What follows belongs to an exercise in optimizing a design on an open flow for small area, a short achievable clock period and few clock cycles per item; a production flow would make more cautious choices.
Only simulation tests tie the RTL to the original design; equivalence was not proved.
Treat power and IR drop as tool artefacts here; the default activity estimate runs too high for this design.

==> run K: inputs <==
Design alu_mc, start of the top module:
module alu_mc
#(
    parameter int unsigned WIDTH  = 32,
    parameter int unsigned DIV_EN = 1
) (
    input  logic             clk,
    input  logic             rst_n,
    input  logic             in_valid,
    output logic             in_ready,
    input  logic [WIDTH-1:0] a,
    input  logic [WIDTH-1:0] b,
    input  logic [risc_constants::FN_W-1:0] fn,
    output logic             out_valid,
    input  logic             out_ready,
    output logic [WIDTH-1:0] result,
    output logic             div_zero,
    output logic             illegal_fn
);
clock: 9.0 ns
lec_check: 0
cap_margin: 20
core_margin: 2
core_utilization: 40
setup_slack_margin: 5
slew_margin: 20
tns_end_percent: 0
run.sh (not shown) runs the stock make flow with config.mk's settings and CLKGATE_MAP_FILE= SYNTH_SCRIPT=/design/flow/synth_recipe.tcl, a recipe that flattens the netlist after the stock synthesis.
==> inputs of run A, as changes to run K <==
--- a/flow/design.v
+++ b/flow/design.v
@@ -91,41 +91,38 @@
     logic [31:0] ia_q;
     logic [32:0] ib_q;
     logic        sel_add, sel_log, sel_shl, sel_shr, sel_eq, sel_lt, sel_ltu, sel_le, sel_il;
     logic [3:0]  lut_q;
     logic        sub_q, sra_q, long_q, mul_q, rem_q;
     logic [4:0]  ma_q, mb_q;
     logic        triv_q, bz_q, sa_q, sd_q, negq_q;
-    logic        rv_q, zv_q;
+    logic        rv_q, zv_q, hd_q, ov_q;
     logic [31:0] r_q, z_q;
     logic        rdz_q, ril_q, zdz_q, zil_q;
     logic [7:0]  u_q;
     logic [31:0] zc_q;
     logic        ovl_q, mfirst_q;
     logic [4:0]  cnt_q;
     logic        dlast_q, dsub_q;
     logic accept, pop;
     assign accept = in_valid && in_ready_q;
-    assign pop    = rv_q && out_ready;
+    assign pop    = ov_q && out_ready;
     function automatic logic [31:0] therm(input logic [31:0] v);
         therm[31] = v[31];
         for (int i = 30; i >= 0; i--) therm[i] = therm[i+1] | v[i];
     endfunction
     function automatic logic [4:0] tenc(input logic [31:0] t);
         logic [32:0] tt;
         tt = {1'b0, t};
         for (int k = 0; k < 5; k++) begin
             tenc[k] = 1'b0;
             for (int j = 0; (1 << k) * (2 * j + 1) < 32; j++)
                 tenc[k] = tenc[k] | (tt[(1 << k) * (2 * j + 1)] & !tt[(1 << (k + 1)) * (j + 1)]);
         end
     endfunction
-    function automatic logic negpow2(input logic [31:0] v);
-        negpow2 = v[31] && ((~v[31:1] & v[30:0]) == 31'd0);
-    endfunction
     logic m_mul, m_mfin, m_align, m_div, m_corr, m_fin;
     assign m_mul   = u_q[U_MUL];
     assign m_mfin  = u_q[U_MFIN];
     assign m_align = u_q[U_ALIGN];
     assign m_div   = u_q[U_DIV];
     assign m_corr  = u_q[U_CORR];
     assign m_fin   = u_q[U_FIN];
@@ -150,68 +147,71 @@
     end
     assign sh_amt  = m_align ? n_q : ib_q[4:0];
     assign sh_wide = $signed({sra_q & ia_q[31] & !m_align, sh_in}) >>> sh_amt;
     assign sh_out  = sh_wide[31:0];
     always_comb begin
         for (int i = 0; i < 32; i++) sh_rev[i] = sh_out[31-i];
     end
-    assign e = ({32{sel_add}} & csum[31:0])
-             | ({32{sel_log}} & lg)
+    logic e_add, e_log;
+    assign e_add = sel_add && !(m_align && triv_q);
+    assign e_log = sel_log || (m_align && triv_q);
+    assign e = ({32{e_add}} & csum[31:0])
+             | ({32{e_log}} & lg)
              | ({32{sel_shl}} & sh_rev)
              | ({32{sel_shr}} & sh_out)
              | {31'd0, (sel_eq & eq) | (sel_lt & lts) | (sel_ltu & ltu) | (sel_le & (lts | eq))};
     logic [31:0] ms, mc;
     alu_div_iter u_mul (
         .x  (ia_q),
         .y  (ib_q[7:0]),
         .yl (ovl_q),
         .zs (z_q & {32{!mfirst_q}}),
         .zc (zc_q & {32{!mfirst_q}}),
         .s  (ms),
         .c  (mc)
     );
-    logic        selA_ia, selA_ib, selA_z, invA, alu_m, selB_D, selB_zc, eff_sub, ucin;
+    logic        selA_ia, selA_ib, selA_z, selA_zc, invA, alu_m, selB_D, selB_zc, eff_sub, ucin;
     logic [32:0] opA, opB;
     logic        qbit;
-    assign opA  = (({33{selA_ia}} & {1'b0, ia_q}) | ({33{selA_ib}} & ib_q) | ({33{selA_z}} & {1'b0, z_q}))
+    assign opA  = (({33{selA_ia}} & {1'b0, ia_q}) | ({33{selA_ib}} & ib_q) | ({33{selA_z}} & {1'b0, z_q}) |
+                   ({33{selA_zc}} & {1'b0, zc_q}))
                 ^ {33{invA}};
     assign opB  = ({33{alu_m}}  & {1'b0, ib_q[31:0] ^ {32{sub_q}}})
                 | ({33{selB_D}} & ({sd_q, ia_q} ^ {33{eff_sub}}))
                 | ({33{selB_zc}} & {1'b0, zc_q});
     assign csum = opA + opB + {32'd0, ucin};
     assign qbit = !csum[32];
     logic        u_push, move, push, i_free;
     logic [31:0] push_d;
     logic        push_dz, push_il;
     assign u_push  = m_mfin || (m_align && triv_q) || m_fin;
-    assign move    = iv_q && !long_q && (!zv_q || out_ready);
+    assign move    = iv_q && !long_q && (!(rv_q && zv_q) || out_ready);
     assign push    = move || u_push;
     assign push_d  = e;
     assign push_dz = m_align && bz_q;
     assign push_il = sel_il;
     assign i_free  = !iv_q || move || u_push;
-    logic iv_d, rv_d, zv_d;
+    logic iv_d, rv_d, zv_d, hd_d, rv_p, zv_p, push_r, push_z;
     always_comb begin
-        iv_d = accept || (iv_q && !i_free);
-        if (!rv_q || pop) begin
-            rv_d = zv_q || push;
-            zv_d = zv_q && push;
-        end else begin
-            rv_d = 1'b1;
-            zv_d = zv_q || push;
-        end
+        iv_d   = accept || (iv_q && !i_free);
+        rv_p   = rv_q && !(pop && !hd_q);
+        zv_p   = zv_q && !(pop && hd_q);
+        push_r = push && !rv_p;
+        push_z = push && rv_p;
+        rv_d   = rv_p || push_r;
+        zv_d   = zv_p || push_z;
+        hd_d   = (rv_d && zv_d) ? (push ? push_r : hd_q) : zv_d;
     end
     logic [31:0] t_a, t_b;
     logic [4:0]  ma_in, mb_in;
     logic        triv_in, bz_in;
     always_comb begin
         t_a = therm(a ^ {32{a[31]}});
         t_b = therm(b ^ {32{b[31]}});
-        if (negpow2(a)) t_a = {t_a[30:0], 1'b1};
-        if (negpow2(b)) t_b = {t_b[30:0], 1'b1};
+        if (a[31]) t_a = {t_a[30:0], 1'b1};
     end
     assign ma_in   = tenc(t_a);
     assign mb_in   = tenc(t_b);
     assign bz_in   = (b == 32'd0);
     assign triv_in = bz_in || ((t_b & ~t_a) != 32'd0);
     logic        fn_mul, fn_rem, fn_div, fn_long;
     logic        ustart, ustart_go;
@@ -254,15 +254,16 @@
     assign sd_n   = in_ready_q ? b[31] : sd_q;
     assign dsub_d = m_align ? 1'b1 : qbit;
     assign uadd_d = u_d[U_DIV] || u_d[U_CORR] || u_d[U_MFIN] || u_d[U_FIN];
     assign eff_d  = (u_d[U_DIV] ? dsub_d : 1'b0) ^ sd_n;
     always_ff @(posedge clk) begin
         selA_ia <= !uadd_d;
         selA_ib <= u_d[U_DIV] || u_d[U_CORR] || (u_d[U_FIN] && rem_n);
-        selA_z  <= u_d[U_MFIN] || (u_d[U_FIN] && !rem_n);
+        selA_z  <= u_d[U_MFIN];
+        selA_zc <= u_d[U_FIN] && !rem_n;
         invA    <= (u_d[U_ALIGN] && sa_n) || (u_d[U_FIN] && negq_q);
         alu_m   <= !uadd_d && !u_d[U_ALIGN];
         selB_D  <= u_d[U_DIV] || (u_d[U_CORR] && csum[32]);
         selB_zc <= u_d[U_MFIN];
         eff_sub <= eff_d;
         ucin    <= (!uadd_d && !u_d[U_ALIGN] && sub_n) ||
                    (u_d[U_DIV] && eff_d) || (u_d[U_CORR] && csum[32] && sd_n) ||
@@ -272,32 +273,32 @@
     assign fin_next = u_d[U_MFIN] || u_d[U_FIN] || (u_d[U_ALIGN] && triv_n);
     always_ff @(posedge clk or negedge rst_n) begin
         if (!rst_n) begin
             iv_q       <= 1'b0;
             in_ready_q <= 1'b1;
             rv_q       <= 1'b0;
             zv_q       <= 1'b0;
+            hd_q       <= 1'b0;
+            ov_q       <= 1'b0;
             u_q        <= 8'd1;
         end else begin
             iv_q       <= iv_d;
             in_ready_q <= !iv_d || fin_next ||
                           ((accept ? !fn_long : (iv_q && !long_q)) && !(rv_d && zv_d));
             rv_q       <= rv_d;
             zv_q       <= zv_d;
+            hd_q       <= hd_d;
+            ov_q       <= rv_d || zv_d;
             u_q        <= u_d;
         end
     end
     always_ff @(posedge clk) begin
         if (in_ready_q) begin
-            ia_q    <= a;
-            ib_q    <= {b[31], b};
-            sel_add <= (fn == risc_constants::alu_ADD) || (fn == risc_constants::alu_SUB) ||
-                       fn_mul || (fn_div && !triv_in);
-            sel_log <= ((fn >= risc_constants::alu_AND) && (fn <= risc_constants::alu_A)) ||
-                       (fn_div && triv_in);
+            sel_add <= (fn == risc_constants::alu_ADD) || (fn == risc_constants::alu_SUB) || fn_long;
+            sel_log <= (fn >= risc_constants::alu_AND) && (fn <= risc_constants::alu_A);
             case (fn)
                 risc_constants::alu_AND:  lut_q <= 4'b1000;
                 risc_constants::alu_OR:   lut_q <= 4'b1110;
                 risc_constants::alu_XOR:  lut_q <= 4'b0110;
                 risc_constants::alu_XNOR: lut_q <= 4'b1001;
                 risc_constants::alu_CMPEQ, risc_constants::alu_CMPLE: lut_q <= 4'b1001;
                 risc_constants::alu_DIV:  lut_q <= {4{bz_in}};
@@ -318,71 +319,69 @@
             ma_q    <= ma_in;
             mb_q    <= mb_in;
             triv_q  <= triv_in;
             bz_q    <= bz_in;
             sa_q    <= a[31];
             sd_q    <= b[31];
             negq_q  <= a[31] ^ (b[31] & !fn_rem);
-        end else if (m_mul) begin
-            ia_q    <= {ia_q[23:0], 8'd0};
-            ib_q    <= {{8{ib_q[32]}}, ib_q[32:8]};
-        end else if (m_align) begin
-            ia_q    <= sh_rev;                    
-            ib_q    <= {1'b0, csum[31:0]};        
-        end else if (m_div) begin
-            if (!dlast_q) ia_q <= {sd_q, ia_q[31:1]};
-            ib_q    <= csum;
-        end else if (m_corr) begin
-            ib_q    <= csum;
         end
     end
+    logic ia_ld, ia_mul, ia_al, ia_div, ia_hold;
+    logic ib_ld, ib_mul, ib_sum, ib_hold;
+    assign ia_ld   = in_ready_q;
+    assign ia_mul  = !in_ready_q && m_mul;
+    assign ia_al   = !in_ready_q && m_align;
+    assign ia_div  = !in_ready_q && m_div && !dlast_q;
+    assign ia_hold = !(ia_ld || ia_mul || ia_al || ia_div);
+    assign ib_ld   = in_ready_q;
+    assign ib_mul  = !in_ready_q && m_mul;
+    assign ib_sum  = !in_ready_q && (m_align || m_div || m_corr);
+    assign ib_hold = !(ib_ld || ib_mul || ib_sum);
+    always_ff @(posedge clk) begin
+        ia_q <= ({32{ia_ld}}   & a)
+              | ({32{ia_mul}}  & {ia_q[23:0], 8'd0})
+              | ({32{ia_al}}   & sh_rev)                      
+              | ({32{ia_div}}  & {sd_q, ia_q[31:1]})
+              | ({32{ia_hold}} & ia_q);
+        ib_q <= ({33{ib_ld}}   & {b[31], b})
+              | ({33{ib_mul}}  & {{8{ib_q[32]}}, ib_q[32:8]})
+              | ({33{ib_sum}}  & {csum[32] & !m_align, csum[31:0]})    
+              | ({33{ib_hold}} & ib_q);
+    end
     always_ff @(posedge clk) begin
         mfirst_q <= ustart_go;
         if (ustart_go) begin
             ovl_q <= 1'b0;
         end else if (m_mul) begin
             ovl_q <= ib_q[7];
         end
-        if (m_mul) zc_q <= mc;
+        zc_q <= ({32{m_mul}} & mc)
+              | ({32{m_div}} & {zc_q[30:0], qbit})
+              | ({32{!(m_mul || m_div || m_align)}} & zc_q);
         if (m_align) begin
             cnt_q   <= n_q;
             dlast_q <= (n_q == 5'd0);
             dsub_q  <= 1'b1;
         end else if (m_div) begin
             cnt_q   <= cnt_q - 5'd1;
             dlast_q <= (cnt_q == 5'd1);
             dsub_q  <= qbit;
         end
     end
-    logic z_take, u_live;
-    assign z_take = zv_q ? out_ready : (rv_q && !out_ready);
-    assign u_live = m_mul || (m_align && !triv_q) || m_div || m_corr;
     always_ff @(posedge clk) begin
-        if (!rv_q || out_ready) begin
-            if (zv_q) begin
-                r_q   <= z_q;
-                rdz_q <= zdz_q;
-                ril_q <= zil_q;
-            end else begin
-                r_q   <= push_d;
-                rdz_q <= push_dz;
-                ril_q <= push_il;
-            end
-        end
-        if (z_take && !u_live) begin
-            z_q   <= push_d;
+        r_q   <= ({32{push_r}} & push_d) | ({32{!push_r}} & r_q);
+        rdz_q <= (push_r & push_dz) | (!push_r & rdz_q);
+        ril_q <= (push_r & push_il) | (!push_r & ril_q);
+        if (push_z) begin
             zdz_q <= push_dz;
             zil_q <= push_il;
-        end else if (m_mul) begin
-            z_q <= ms;
-        end else if (m_align) begin
-            z_q <= 32'd0;
-        end else if (m_div) begin
-            z_q <= {z_q[30:0], qbit};
         end
+        z_q <= ({32{push_z}} & push_d)
+             | ({32{m_mul && !push_z}} & ms)
+             | ({32{!(push_z || m_mul)}} & z_q);
     end
     assign in_ready   = in_ready_q;
-    assign out_valid  = rv_q;
-    assign result     = r_q;
-    assign div_zero   = rdz_q;
-    assign illegal_fn = ril_q;
+    assign out_valid  = ov_q;
+    assign result     = hd_q ? z_q : r_q;
+    assign div_zero   = hd_q ? zdz_q : rdz_q;
+    assign illegal_fn = hd_q ? zil_q : ril_q;
 endmodule
==> inputs of run Z, as changes to run K <==
--- a/flow/design.v
+++ b/flow/design.v
@@ -91,25 +91,25 @@
     logic [31:0] ia_q;
     logic [32:0] ib_q;
     logic        sel_add, sel_log, sel_shl, sel_shr, sel_eq, sel_lt, sel_ltu, sel_le, sel_il;
     logic [3:0]  lut_q;
     logic        sub_q, sra_q, long_q, mul_q, rem_q;
     logic [4:0]  ma_q, mb_q;
     logic        triv_q, bz_q, sa_q, sd_q, negq_q;
-    logic        rv_q, zv_q;
+    logic        rv_q, zv_q, hd_q, ov_q;
     logic [31:0] r_q, z_q;
     logic        rdz_q, ril_q, zdz_q, zil_q;
     logic [7:0]  u_q;
     logic [31:0] zc_q;
     logic        ovl_q, mfirst_q;
     logic [4:0]  cnt_q;
     logic        dlast_q, dsub_q;
     logic accept, pop;
     assign accept = in_valid && in_ready_q;
-    assign pop    = rv_q && out_ready;
+    assign pop    = ov_q && out_ready;
     function automatic logic [31:0] therm(input logic [31:0] v);
         therm[31] = v[31];
         for (int i = 30; i >= 0; i--) therm[i] = therm[i+1] | v[i];
     endfunction
     function automatic logic [4:0] tenc(input logic [31:0] t);
         logic [32:0] tt;
         tt = {1'b0, t};
@@ -165,44 +165,45 @@
         .y  (ib_q[7:0]),
         .yl (ovl_q),
         .zs (z_q & {32{!mfirst_q}}),
         .zc (zc_q & {32{!mfirst_q}}),
         .s  (ms),
         .c  (mc)
     );
-    logic        selA_ia, selA_ib, selA_z, invA, alu_m, selB_D, selB_zc, eff_sub, ucin;
+    logic        selA_ia, selA_ib, selA_z, selA_zc, invA, alu_m, selB_D, selB_zc, eff_sub, ucin;
     logic [32:0] opA, opB;
     logic        qbit;
-    assign opA  = (({33{selA_ia}} & {1'b0, ia_q}) | ({33{selA_ib}} & ib_q) | ({33{selA_z}} & {1'b0, z_q}))
+    assign opA  = (({33{selA_ia}} & {1'b0, ia_q}) | ({33{selA_ib}} & ib_q) | ({33{selA_z}} & {1'b0, z_q}) |
+                   ({33{selA_zc}} & {1'b0, zc_q}))
                 ^ {33{invA}};
     assign opB  = ({33{alu_m}}  & {1'b0, ib_q[31:0] ^ {32{sub_q}}})
                 | ({33{selB_D}} & ({sd_q, ia_q} ^ {33{eff_sub}}))
                 | ({33{selB_zc}} & {1'b0, zc_q});
     assign csum = opA + opB + {32'd0, ucin};
     assign qbit = !csum[32];
     logic        u_push, move, push, i_free;
     logic [31:0] push_d;
     logic        push_dz, push_il;
     assign u_push  = m_mfin || (m_align && triv_q) || m_fin;
-    assign move    = iv_q && !long_q && (!zv_q || out_ready);
+    assign move    = iv_q && !long_q && (!(rv_q && zv_q) || out_ready);
     assign push    = move || u_push;
     assign push_d  = e;
     assign push_dz = m_align && bz_q;
     assign push_il = sel_il;
     assign i_free  = !iv_q || move || u_push;
-    logic iv_d, rv_d, zv_d;
+    logic iv_d, rv_d, zv_d, hd_d, rv_p, zv_p, push_r, push_z;
     always_comb begin
-        iv_d = accept || (iv_q && !i_free);
-        if (!rv_q || pop) begin
-            rv_d = zv_q || push;
-            zv_d = zv_q && push;
-        end else begin
-            rv_d = 1'b1;
-            zv_d = zv_q || push;
-        end
+        iv_d   = accept || (iv_q && !i_free);
+        rv_p   = rv_q && !(pop && !hd_q);
+        zv_p   = zv_q && !(pop && hd_q);
+        push_r = push && !rv_p;
+        push_z = push && rv_p;
+        rv_d   = rv_p || push_r;
+        zv_d   = zv_p || push_z;
+        hd_d   = (rv_d && zv_d) ? (push ? push_r : hd_q) : zv_d;
     end
     logic [31:0] t_a, t_b;
     logic [4:0]  ma_in, mb_in;
     logic        triv_in, bz_in;
     always_comb begin
         t_a = therm(a ^ {32{a[31]}});
         t_b = therm(b ^ {32{b[31]}});
@@ -254,15 +255,16 @@
     assign sd_n   = in_ready_q ? b[31] : sd_q;
     assign dsub_d = m_align ? 1'b1 : qbit;
     assign uadd_d = u_d[U_DIV] || u_d[U_CORR] || u_d[U_MFIN] || u_d[U_FIN];
     assign eff_d  = (u_d[U_DIV] ? dsub_d : 1'b0) ^ sd_n;
     always_ff @(posedge clk) begin
         selA_ia <= !uadd_d;
         selA_ib <= u_d[U_DIV] || u_d[U_CORR] || (u_d[U_FIN] && rem_n);
-        selA_z  <= u_d[U_MFIN] || (u_d[U_FIN] && !rem_n);
+        selA_z  <= u_d[U_MFIN];
+        selA_zc <= u_d[U_FIN] && !rem_n;
         invA    <= (u_d[U_ALIGN] && sa_n) || (u_d[U_FIN] && negq_q);
         alu_m   <= !uadd_d && !u_d[U_ALIGN];
         selB_D  <= u_d[U_DIV] || (u_d[U_CORR] && csum[32]);
         selB_zc <= u_d[U_MFIN];
         eff_sub <= eff_d;
         ucin    <= (!uadd_d && !u_d[U_ALIGN] && sub_n) ||
                    (u_d[U_DIV] && eff_d) || (u_d[U_CORR] && csum[32] && sd_n) ||
@@ -272,21 +274,25 @@
     assign fin_next = u_d[U_MFIN] || u_d[U_FIN] || (u_d[U_ALIGN] && triv_n);
     always_ff @(posedge clk or negedge rst_n) begin
         if (!rst_n) begin
             iv_q       <= 1'b0;
             in_ready_q <= 1'b1;
             rv_q       <= 1'b0;
             zv_q       <= 1'b0;
+            hd_q       <= 1'b0;
+            ov_q       <= 1'b0;
             u_q        <= 8'd1;
         end else begin
             iv_q       <= iv_d;
             in_ready_q <= !iv_d || fin_next ||
                           ((accept ? !fn_long : (iv_q && !long_q)) && !(rv_d && zv_d));
             rv_q       <= rv_d;
             zv_q       <= zv_d;
+            hd_q       <= hd_d;
+            ov_q       <= rv_d || zv_d;
             u_q        <= u_d;
         end
     end
     always_ff @(posedge clk) begin
         if (in_ready_q) begin
             ia_q    <= a;
             ib_q    <= {b[31], b};
@@ -339,50 +345,39 @@
         mfirst_q <= ustart_go;
         if (ustart_go) begin
             ovl_q <= 1'b0;
         end else if (m_mul) begin
             ovl_q <= ib_q[7];
         end
         if (m_mul) zc_q <= mc;
+        else if (m_align) zc_q <= 32'd0;
+        else if (m_div) zc_q <= {zc_q[30:0], qbit};
         if (m_align) begin
             cnt_q   <= n_q;
             dlast_q <= (n_q == 5'd0);
             dsub_q  <= 1'b1;
         end else if (m_div) begin
             cnt_q   <= cnt_q - 5'd1;
             dlast_q <= (cnt_q == 5'd1);
             dsub_q  <= qbit;
         end
     end
-    logic z_take, u_live;
-    assign z_take = zv_q ? out_ready : (rv_q && !out_ready);
-    assign u_live = m_mul || (m_align && !triv_q) || m_div || m_corr;
     always_ff @(posedge clk) begin
-        if (!rv_q || out_ready) begin
-            if (zv_q) begin
-                r_q   <= z_q;
-                rdz_q <= zdz_q;
-                ril_q <= zil_q;
-            end else begin
-                r_q   <= push_d;
-                rdz_q <= push_dz;
-                ril_q <= push_il;
-            end
+        if (push_r) begin
+            r_q   <= push_d;
+            rdz_q <= push_dz;
+            ril_q <= push_il;
         end
-        if (z_take && !u_live) begin
+        if (push_z) begin
             z_q   <= push_d;
             zdz_q <= push_dz;
             zil_q <= push_il;
         end else if (m_mul) begin
             z_q <= ms;
-        end else if (m_align) begin
-            z_q <= 32'd0;
-        end else if (m_div) begin
-            z_q <= {z_q[30:0], qbit};
         end
     end
     assign in_ready   = in_ready_q;
-    assign out_valid  = rv_q;
-    assign result     = r_q;
-    assign div_zero   = rdz_q;
-    assign illegal_fn = ril_q;
+    assign out_valid  = ov_q;
+    assign result     = hd_q ? z_q : r_q;
+    assign div_zero   = hd_q ? zdz_q : rdz_q;
+    assign illegal_fn = hd_q ? zil_q : ril_q;
 endmodule
==> qor summary <==
Fraction of power consumed by the clock network: run A 0.060; run Z 0.051; run K 0.054
Fraction of standard cell area that is sequential: run A 0.180; run Z 0.211; run K 0.206
Post-Synth Simple-Gate Area: run A 0.152; run Z 0.133; run K 0.147
Worst Hold Path EP: run A -; run Z sa_q$_DFF_P_; run K zil_q$_DFFE_PP_
Outcome: run A complete, no violations; run Z complete, no violations; run K complete, no violations
Routing usage on met2: run A 0.559; run Z 0.546; run K 0.529
First DRT Iteration DRCs: run A 4136; run Z 3531; run K 3747
First-pass detailed-route iteration total: run A 9; run Z 7; run K 8
Wire length of the first global-routing pass: run A 181000 microns; run Z 178000 microns; run K 185000 microns
Routability cong.: run A 1.04; run Z 1.02; run K 1.05
Grt met3 use: run A 0.0940; run Z 0.0506; run K 0.0982
Setup repair bufs after CTS: run A 24; run Z 75; run K 85
Smallest hold slack: run A 0.471 ns; run Z 0.488 ns; run K 0.465 ns
Clock buffer and inverter area fraction after layout: run A 0.0343; run Z 0.0295; run K 0.0287
Largest voltage drop on the vdd net: run A 0.333 mV; run Z 0.416 mV; run K 0.396 mV
Leading cell type in the layout, fill and taps excluded: run A sky130_fd_sc_hd__nand2_1; run Z sky130_fd_sc_hd__inv_1; run K sky130_fd_sc_hd__inv_1
Worst hold path startpoint: run A sel_il$_DFFE_PP_; run Z sa_q$_DFF_P_; run K sel_il$_DFFE_PP_
Signal arrival time at the worst endpoint: run A 4.61 ns; run Z 4.87 ns; run K 4.81 ns
Count of inserted antenna diode cells: run A 5; run Z 0; run K 8
Post-placement setup slack: run A 3.56 ns; run Z 2.43 ns; run K 2.45 ns
Count of placed standard cells including taps: run A 3861; run Z 3788; run K 3879
Number of synthesized register bits: run A 228; run Z 228; run K 226
NumNets Final: run A 3317; run Z 3302; run K 3424
Nonclk inv count: run A 177; run Z 245; run K 258
Sequential cells: run A 228; run Z 228; run K 226
Share of cell area taken by muxes after synthesis: run A 0.100; run Z 0.124; run K 0.107
Testbench counts of run K, summed over its fixed seeds: cycles 274,568, ops 160,000.
Testbench counts of run A, summed over its fixed seeds: cycles 278,331, ops 160,000.
Testbench counts of run Z, summed over its fixed seeds: cycles 274,568, ops 160,000.

## separate check: timing with driven ports
Ports are ideal in the flow. The routed layouts listed here were re-timed in OpenROAD. Step 1 sets driving cells, clkbuf_16 on the clock port and buf_2 on the other inputs (assumed; they add their load-dependent delay and slew). Step 2 adds t to the input delays and takes it off the output delays; t is the mean of the earliest and latest rising clock arrival at the registers after step 1. Input paths then give back, and output paths get back, about the clock's delay inside the block. Three values: ideal ports, drivers, drivers and shift; two values: the first two.
run | shift t [ns] | setup WS [ns] | hold slack, ns | worst setup path at the end
run K | 0.662 | 4.610 / 4.610 / 4.003 | 0.465 / 0.465 / 0.465 | input to register
run A | 0.680 | 4.723 / 4.723 / 4.212 | 0.471 / 0.471 / 0.471 | input to register
run Z | 0.661 | 4.488 / 4.488 / 3.918 | 0.488 / 0.488 / 0.488 | input to register
After both steps setup and hold are still met in every run listed. The setup slack of run K, which loses most, moves by 0.000 ns with the drivers and by -0.607 ns with both steps.
